This design comes from an exercise in tuning for small area and a short achievable clock period on the open sky130 flow, not from production work. Where RTL was checked, it was by simulation tests only, not by an equivalence proof against the original.

==> flow/design.v <==
`timescale 1ns/10ps
`default_nettype none
module cacc_lsd #(
  parameter WIDTH = 36
) (
  input  wire [WIDTH-1:0] value,
  output wire [5:0]       cnt
);
  localparam N = 64;
  wire [N-1:0] x = {value[WIDTH-1:1] ^ value[WIDTH-2:0], 1'b1, {(N-WIDTH){1'b0}}};
  reg [N-1:0]   z;
  reg [6*N-1:0] c;
  integer l, b;
  always @(*) begin
    z = ~x;
    c = {(6*N){1'b0}};
    for (l = 1; l <= 6; l = l + 1) begin
      for (b = 0; b < (N >> l); b = b + 1) begin
        c[6*b +: 6] = z[2*b+1] ? (c[6*(2*b) +: 6] | (6'd1 << (l - 1))) : c[6*(2*b+1) +: 6];
        z[b]        = z[2*b+1] & z[2*b];
      end
    end
  end
  assign cnt = c[5:0];
endmodule
`default_nettype wire
`timescale 1ns/10ps
`default_nettype none
module cacc_add #(
  parameter WIDTH = 41
) (
  input  wire [WIDTH-1:0] a,
  input  wire [WIDTH-1:0] b,
  input  wire             cin,
  output wire [WIDTH-1:0] sum
);
  localparam LEVELS = 6;
  wire [WIDTH:0] g0 = {a & b, cin};
  wire [WIDTH:0] p0 = {a ^ b, 1'b0};
  reg [WIDTH:0] g, p, gn, pn;
  integer l, i, k;
  always @(*) begin
    g = g0;
    p = p0;
    for (l = 0; l < LEVELS; l = l + 1) begin
      gn = g;
      pn = p;
      for (i = 0; i <= WIDTH; i = i + 1) begin
        if ((i >> l) & 1) begin
          k = ((i >> l) << l) - 1;
          gn[i] = g[i] | (p[i] & g[k]);
          pn[i] = p[i] & p[k];
        end
      end
      g = gn;
      p = pn;
    end
  end
  assign sum = p0[WIDTH:1] ^ g[WIDTH-1:0];
endmodule
`default_nettype wire
`timescale 1ns/10ps
`default_nettype none
module cacc_fp48_calc (
  input  wire        nvdla_core_clk,
  input  wire        nvdla_core_rstn,
  input  wire        in_valid,
  input  wire        in_sel,
  input  wire [43:0] in_data,
  input  wire [47:0] in_op,
  input  wire        in_op_valid,
  output wire [47:0] out_partial_data,
  output reg         out_partial_valid,
  output reg  [31:0] out_final_data,
  output reg         out_final_valid
);
  reg r1_valid, r1_fin;
  reg r2_valid, r2_fin;
  reg r3_fin;
  always @(posedge nvdla_core_clk or negedge nvdla_core_rstn) begin
    if (!nvdla_core_rstn) begin
      r1_valid          <= 1'b0;
      r1_fin            <= 1'b0;
      r2_valid          <= 1'b0;
      r2_fin            <= 1'b0;
      r3_fin            <= 1'b0;
      out_partial_valid <= 1'b0;
      out_final_valid   <= 1'b0;
    end else begin
      r1_valid          <= in_valid;
      r1_fin            <= in_valid & in_sel;
      r2_valid          <= r1_valid;
      r2_fin            <= r1_fin;
      r3_fin            <= r2_fin;
      out_partial_valid <= r2_valid & ~r2_fin;
      out_final_valid   <= r3_fin;
    end
  end
  wire [5:0]  d_expo = in_data[43:38];
  wire [37:0] d_mant = in_data[37:0];
  wire [7:0]  o_expo = in_op_valid ? in_op[47:40] : 8'd0;
  wire [39:0] o_mant = in_op_valid ? in_op[39:0] : 40'd0;
  wire d_zero = ~(|d_mant);
  wire d_nan  = &d_expo;
  wire o_zero = ~(|o_mant);
  wire o_nan  = &o_expo;
  wire [5:0] d_lead;
  cacc_lsd #(.WIDTH(36)) u_lsd36 (
    .value (d_mant[35:0]),
    .cnt   (d_lead)
  );
  reg [35:0] r1_dm;
  reg [5:0]  r1_lead;
  reg [7:0]  r1_oe;
  reg [39:0] r1_om;
  reg        r1_nan;
  reg [8:0]  r1_adiff;
  reg        r1_xge;
  wire [7:0] o_expz = o_zero ? 8'd0 : o_expo;
  wire [8:0] a_dd   = {3'b0, d_expo} + 9'd47;
  wire [8:0] a_do   = a_dd - {1'b0, o_expo};
  wire [8:0] a_zo   = 9'd35 - {1'b0, o_expo};
  wire [8:0] a_diff = d_zero ? (o_zero ? 9'd35 : a_zo) :
                               (o_zero ? a_dd  : a_do);
  wire       a_ge = ~a_diff[8] & (a_diff[7] | a_diff[6] | (a_diff[5:0] >= d_lead));
  always @(posedge nvdla_core_clk) begin
    r1_adiff <= a_diff;
    r1_xge   <= a_ge;
    r1_dm    <= d_mant[35:0];
    r1_lead  <= d_lead;
    r1_oe    <= o_expz;
    r1_om    <= {(d_nan & ~o_nan) ? d_mant[37:27] : o_mant[39:29], o_mant[28:0]};
    r1_nan   <= d_nan | o_nan;
  end
  wire [35:0] x_norm = r1_dm << r1_lead;
  wire [39:0] x_mant = {x_norm, 4'b0};
  wire [7:0]  y_expo = r1_oe;
  wire        x_ge    = r1_xge & ~r1_nan;
  wire [8:0]  xy_diff = r1_adiff - {3'b0, r1_lead};
  wire [8:0]  yx_diff = {3'b0, r1_lead} - r1_adiff;
  wire [7:0]  sh_amt  = x_ge ? xy_diff[7:0] : yx_diff[7:0];
  wire [7:0]  max_e   = y_expo + (x_ge ? sh_amt : 8'd0);
  wire [39:0] bg   = x_ge ? x_mant : r1_om;
  wire [39:0] sml = x_ge ? r1_om  : x_mant;
  reg [41:0] s_wide;
  always @(*) begin
    s_wide = $signed({sml, 2'd0}) >>> sh_amt[5:0];
    if (sh_amt[7] | sh_amt[6]) s_wide = {42{sml[39]}};
  end
  reg s_stick;
  integer j;
  always @(*) begin
    s_stick = sml[39] & (sh_amt >= 8'd43);
    for (j = 0; j < 40; j = j + 1) begin
      if (sml[j] && ({1'b0, sh_amt} >= j + 3) && ({1'b0, sh_amt} <= j + 40)) begin
        s_stick = 1'b1;
      end
    end
  end
  reg [39:0] r2_big;
  reg [39:0] r2_small;
  reg [2:0]  r2_cut;
  reg [7:0]  r2_expo;
  reg        r2_nan;
  always @(posedge nvdla_core_clk) begin
    r2_big   <= bg;
    r2_small <= s_wide[41:2];
    r2_cut   <= {s_wide[1:0], s_stick};
    r2_expo  <= max_e;
    r2_nan   <= r1_nan;
  end
  wire [40:0] m_sum;
  cacc_add #(.WIDTH(41)) u_add (
    .a   ({r2_big[39], r2_big}),
    .b   ({r2_small[39], r2_small}),
    .cin (1'b0),
    .sum (m_sum)
  );
  wire [43:0] s_tot = {m_sum, r2_cut};
  wire        s_zero = ~(|s_tot);
  wire [5:0] s_lead;
  cacc_lsd #(.WIDTH(44)) u_lsd44 (
    .value (s_tot),
    .cnt   (s_lead)
  );
  reg [43:0] s_shift;
  always @(*) begin
    s_shift = s_tot;
    if (s_lead[5]) s_shift = s_shift << 32;
    if (s_lead[4]) s_shift = s_shift << 16;
    if (s_lead[3]) s_shift = s_shift << 8;
    if (s_lead[2]) s_shift = s_shift << 4;
    if (s_lead[1]) s_shift = s_shift << 2;
    if (s_lead[0]) s_shift = s_shift << 1;
  end
  wire [7:0]  s_e1    = r2_expo + 8'd1;
  reg [41:0] r3_sum;
  reg [7:0]  r3_e1;
  reg [5:0]  r3_lead;
  always @(posedge nvdla_core_clk) begin
    r3_sum  <= r2_nan ? {r2_big[39:29], 31'd0} : {s_shift[43:3], |s_shift[2:0]};
    r3_e1   <= r2_nan ? 8'hff : s_zero ? 8'd0 : s_e1;
    r3_lead <= (r2_nan | s_zero) ? 6'd0 : s_lead;
  end
  wire        r_sign  = r3_sum[41];
  wire [39:0] r_eff   = r3_sum[41:2];
  wire        r_p5    = r3_sum[1] & (~r_sign | r3_sum[0]);
  wire [39:0] r_round = r_eff + {39'd0, r_p5};
  wire        r_cpos  = ~r_sign & (&r_eff[38:0]) & r_p5;
  wire        r_cneg  = r_sign & ~r_eff[38] & (&r_eff[37:0]) & r_p5;
  wire [39:0] r_mant  = {r_round[39] & ~r_cpos, r_round[38] ^ (r_cpos | r_cneg), r_round[37:0]};
  wire [7:0]  r_e0    = r3_e1 - {2'b00, r3_lead};
  wire [7:0]  r_em    = r_e0 - 8'd1;
  wire [7:0]  r_ep    = r_e0 + 8'd1;
  wire [7:0]  r_expo  = r_cneg ? r_em : r_cpos ? r_ep : r_e0;
  assign out_partial_data = {r_expo, r_mant};
  wire        p_sign  = r_mant[39];
  wire [38:0] p_umant = r_mant[38:0];
  wire        p_neg2  = p_sign & ~(|p_umant);
  wire        p_nan   = &r_expo;
  wire        p_zero  = ~(|r_mant);
  wire        p_z14   = ~(|p_umant[13:0]);
  wire        p_c     = p_sign & p_z14;
  wire [24:0] p_b     = p_umant[38:14] ^ {25{p_sign}};
  wire        p_carry = (&p_b[24:1]) & (p_b[0] ^ p_c);
  wire [22:0] p_inc   = p_b[23:1] + {22'd0, p_b[0] | p_c};
  wire [22:0] p_frac  = p_nan ? {13'b0, p_umant[38:29]} : p_inc;
  wire [7:0]  p_er    = r_expo + 8'd64 + {7'd0, p_carry | p_neg2};
  wire [7:0]  p_expo  = p_zero ? 8'd0 : p_nan ? 8'hff : p_er;
  always @(posedge nvdla_core_clk) begin
    out_final_data <= {p_sign, p_expo, p_frac};
  end
endmodule
`default_nettype wire
export LEC_CHECK = 0
export ABC_AREA = 1
export CAP_MARGIN = 20
export CORE_MARGIN = 2
export CORE_UTILIZATION = 40
export SETUP_SLACK_MARGIN = 4.25
export SLEW_MARGIN = 20
create_clock -name core_clock -period 10.0 [get_ports {nvdla_core_clk}]
standard.sh (not shown) runs the stock make flow with config.mk's settings and CLKGATE_MAP_FILE= SYNTH_SCRIPT=/design/flow/synth_recipe.tcl, a recipe that flattens the netlist after the stock synthesis.
==> flow/flow/run.sh <==
#!/bin/bash
set -e
export BUFFER_PORTS_ARGS="-buffer_cell sky130_fd_sc_hd__buf_2"
bash standard.sh > standard.log 2>&1
The baseline passed the timing, design-rule and antenna checks.
Edit:
==> flow/run.sh (new file) <==
#!/bin/bash
# synth_recipe.tcl (not shown) runs the flow's synth.tcl, then flattens the netlist and writes it again
# the make line also repeats each setting of config.mk as NAME=value (left out here)
make -C /OpenROAD-flow-scripts/flow DESIGN_CONFIG=/design/flow/config.mk WORK_HOME=/design/flow/orfs CLKGATE_MAP_FILE= SYNTH_SCRIPT=/design/flow/synth_recipe.tcl finish
- SETUP_SLACK_MARGIN: 4.25 -> 4.5
removed: flow/flow/run.sh
removed: flow/standard.sh
Outcome: Routed wire length rose by 2.5%; final area goes up by 6.1%; register-to-register slack gains 0.22 ns; global-route usage went up by 0.36 points.
Edit:
==> flow/flow/run.sh (new file) <==
#!/bin/bash
set -e
export BUFFER_PORTS_ARGS="-buffer_cell sky130_fd_sc_hd__buf_2"
bash standard.sh > standard.log 2>&1
==> flow/standard.sh (new file) <==
#!/bin/bash
# synth_recipe.tcl (not shown) runs the flow's synth.tcl, then flattens the netlist and writes it again
# the make line also repeats each setting of config.mk as NAME=value (left out here)
make -C /OpenROAD-flow-scripts/flow DESIGN_CONFIG=/design/flow/config.mk WORK_HOME=/design/flow/orfs CLKGATE_MAP_FILE= SYNTH_SCRIPT=/design/flow/synth_recipe.tcl "${@:-finish}"
- SETUP_SLACK_MARGIN: 4.5 -> 5.0
removed: flow/run.sh
The new run finished clean.
First-iteration DRC count rises by 3.8%.
Cell area climbs by 0.53%.
Worst setup slack is better by 0.47 ns.
Critical path depth is unchanged.
Cell count came out higher by 0.73%.
Via count rises by 1.0%.
Hold slack gets better by 0.0036 ns.
Sequential share of layout area stays flat.
Fmax is higher by 9.4%.
Non-clock buffer count goes up by 29.

========
Starts from the design.v that is shown in full above.
Settings: LEC_CHECK=0, ABC_AREA=1, CAP_MARGIN=20, CORE_MARGIN=2, CORE_UTILIZATION=40, SETUP_SLACK_MARGIN=4.75, SLEW_MARGIN=20; clock period 10.0 ns.
==> flow/flow/run.sh <==
#!/bin/bash
set -e
export BUFFER_PORTS_ARGS="-buffer_cell sky130_fd_sc_hd__buf_2"
bash standard.sh > standard.log 2>&1
The baseline went through all stages and came out clean.
Rerun with:
- SETUP_SLACK_MARGIN: 4.75 -> 4.5
Outcome: Clock-buffer cell count does not change; worst setup slack gets worse by 0.25 ns; die area is unchanged; fmax falls by 4.7%; routed wire length decreases by 0.41%; cell area decreases by 1.3%; area after synthesis does not change; clock skew barely changes; via count is about the same.
Rerun with:
==> flow/run.sh (new file) <==
#!/bin/bash
# synth_recipe.tcl (not shown) runs the flow's synth.tcl, then flattens the netlist and writes it again
# the make line also repeats each setting of config.mk as NAME=value (left out here)
make -C /OpenROAD-flow-scripts/flow DESIGN_CONFIG=/design/flow/config.mk WORK_HOME=/design/flow/orfs CLKGATE_MAP_FILE= SYNTH_SCRIPT=/design/flow/synth_recipe.tcl finish
- SETUP_SLACK_MARGIN: 4.5 -> 4.25
removed: flow/flow/run.sh
removed: flow/standard.sh
=> The changed run finished with timing, DRC and antenna clean; cell area goes up by 3.5%; via count falls by 0.96%; worst setup slack gets worse by 0.21 ns; die area is unchanged; hold slack stays flat.

========
cacc_fp48_calc, a different RTL version from the one above (not shown whole).
Size in the first run: about 3800 cells after synthesis, about 180 I/O pins, about 24000 µm² of cells after synthesis.
clock: 10.0 ns
lec_check: 0
abc_area: 1
cap_margin: 20
core_margin: 2
core_utilization: 40
setup_slack_margin: 5
slew_margin: 20
run.sh (not shown) runs the stock make flow with config.mk's settings and CLKGATE_MAP_FILE= SYNTH_SCRIPT=/design/flow/synth_recipe.tcl, a recipe that flattens the netlist after the stock synthesis.
Stock flow here: none of the scripts above is used.
Then changed:
--- a/flow/config.mk
+++ b/flow/config.mk
@@ -12 +11,0 @@
-export SETUP_SLACK_MARGIN = 5
Wire length is lower by about a fifth.
Global-route usage fell by 2.9 points.
Cell count decreases by a little under a tenth.
Synthesized cell count stays the same.
Synthesized area does not change.
Core utilization fell by 14 points.
Sequential share of layout area climbs by 4.9 points.
Then changed:
--- a/flow/config.mk
+++ b/flow/config.mk
@@ -8 +8 @@
-export ABC_AREA = 1
+export ABC_AREA = 0
@@ -11,0 +12 @@
+export SETUP_SLACK_MARGIN = 5
The changed run finished with timing, DRC and antenna clean.
Cell count is higher by about 0.4%.
Critical path depth drops by 36.
Routed wire length rises by about 37%.
Worst setup slack gains 2100 ps.
Then changed:
--- a/flow/config.mk
+++ b/flow/config.mk
@@ -8 +8 @@
-export ABC_AREA = 0
+export ABC_AREA = 1
@@ -12 +12 @@
-export SETUP_SLACK_MARGIN = 5
+export SETUP_SLACK_MARGIN = 3.5
Via count drops by 14%. Utilization drops by 9.1 points. Area after synthesis drops by 6.2%. Setup slack gets worse by 860 ps. Synthesized cell count climbs by 10%. Final area drops by 21%.
No functional check of the RTL was part of any run of this note.

========
## the baseline
cacc_fp48_calc, a different RTL version from the one above (not shown whole).
For scale: ~3800 cells after synthesis.
make LEC_CHECK=0 ABC_AREA=1 CAP_MARGIN=20 CORE_MARGIN=2 CORE_UTILIZATION=40 SETUP_SLACK_MARGIN=3.0 SLEW_MARGIN=20 finish   # period 10.0 ns
The inputs of the candidate differ from those of the baseline as listed below.
- SETUP_SLACK_MARGIN now 4.0, was 3.0
[summary]
- The candidate | status: complete | timing, DRC, antenna: pass
- From the baseline to the candidate the numbers moved as follows: met2 wire length grew by about 4%; area growth from synthesis to layout rose by 6.7 points; measured slew at the worst slew-check pin saw little to no change.
- Diff the candidate..the baseline | insertion delay of the later-clocked pin in the worst-skew pair | negligible
- Re critical path depth: the candidate is 1 up on the baseline.
- Cmp the candidate and the baseline / worst setup slack / higher: the candidate
- Achievable clock frequency, the candidate and the baseline: lower on the baseline
No run of this note included a check of the RTL's function; only the layout flow was run.

========
Setup of oak:
Another version of the RTL of cacc_fp48_calc (not shown whole).
For scale: roughly 180 I/O pins, ~24000 um^2 of cells after synthesis.
clock: 10.0 ns
lec_check: 0
abc_area: 1
cap_margin: 20
core_margin: 2
core_utilization: 40
setup_slack_margin: 4.25
slew_margin: 20
oak: flow completed, timing, DRC and antenna clean
The inputs of pine differ from those of oak as listed below.
# oak
export LEC_CHECK = 0
export ABC_AREA = 1
export CAP_MARGIN = 20
export CORE_MARGIN = 2
export CORE_UTILIZATION = 40
export SETUP_SLACK_MARGIN = 4.25
export SLEW_MARGIN = 20
create_clock -name core_clock -period 10.0 [get_ports {nvdla_core_clk}]
# pine
export LEC_CHECK = 0
export ABC_AREA = 1
export CAP_MARGIN = 20
export CORE_MARGIN = 2
export CORE_UTILIZATION = 40
export SETUP_SLACK_MARGIN = 4.0
export SLEW_MARGIN = 20
create_clock -name core_clock -period 10.0 [get_ports {nvdla_core_clk}]
## What came out
- Highest attainable clock frequency for pine is lower than for oak.
- Diff pine..oak | final HPWL from detailed placement | unchanged
- pine: no failed stages, no open violations at the end
- Comparing oak and pine, the higher wire length on met3 was measured on pine.
- Looking at setup slack, pine sits 190 ps lower than oak does.
- The start point of the critical path comes out r3_sum[36] in one run and r3_sum[20] in the other, namely in pine and oak respectively.
- In pine relative to oak, final cell count had gone down slightly.
- Compared to oak, pine has non-clock buffer count 7.1% lower.
- Diff pine..oak | iteration count of the initial detailed-routing pass | unchanged
- Compared pine vs oak, and number of global-route vias before repair is down in pine.
- Comparing pine with oak, the hold slack came out essentially unchanged.
- Between pine and oak, it is pine whose total wire length after detailed routing is lower, by about 0.5%.

[port drivers added, routing unchanged]
In the flow no input, the clock included, has a driving cell. The finished layouts below were timed again as built, in two steps. Step 1, drivers: a clkbuf_16 drives nvdla_core_clk and a buf_2 each remaining input, both assumed. Step 2 also shifts input and output timing later by t, the mid clock arrival at the registers, as if the neighbouring blocks saw the same clock. Slacks: ideal / step 1 / step 2; pairs: ideal / step 1.
run | shift t [ns] | setup slack, ns | worst register clock-pin slew, ns | worst data-port slew with drivers (ns)
the first run of note 1 | 0.608 | 4.398 / 4.327 / 4.068 | 0.07 / 0.07 | 0.05
the second run of note 1 | 0.621 | 4.537 / 4.466 / 4.034 | 0.07 / 0.07 | 0.06
the third run of note 1 | 0.615 | 5.006 / 4.940 / 4.486 | 0.06 / 0.06 | 0.05
the first run of note 2 | 0.602 | 4.926 / 4.859 / 4.447 | 0.07 / 0.07 | 0.05
the second run of note 2 | 0.607 | 4.678 / 4.607 / 4.182 | 0.07 / 0.07 | 0.05
the third run of note 2 | 0.617 | 4.464 / 4.395 / 3.906 | 0.07 / 0.07 | 0.06
the first run of note 3 | 0.617 | 3.849 / 3.849 / 3.849 | 0.07 / 0.07 | 0.05
the second run of note 3 | 0.617 | 2.333 / 2.333 / 2.333 | 0.06 / 0.06 | 0.04
the third run of note 3 | 0.621 | 4.410 / 4.348 / 4.517 | 0.08 / 0.08 | 0.04
the fourth run of note 3 | 0.614 | 3.550 / 3.550 / 3.347 | 0.06 / 0.06 | 0.05
the baseline | 0.603 | 3.207 / 3.147 / 3.524 | 0.06 / 0.06 | 0.08
the candidate | 0.602 | 4.092 / 4.031 / 4.150 | 0.06 / 0.06 | 0.08
oak | 0.621 | 4.416 / 4.352 / 3.878 | 0.07 / 0.07 | 0.06
pine | 0.623 | 4.227 / 4.162 / 3.723 | 0.07 / 0.07 | 0.06
After both steps every run listed still meets setup and hold. For the third run of note 2, which loses most, drivers alone change the setup slack by -0.069 ns; drivers and shift together by -0.558 ns.
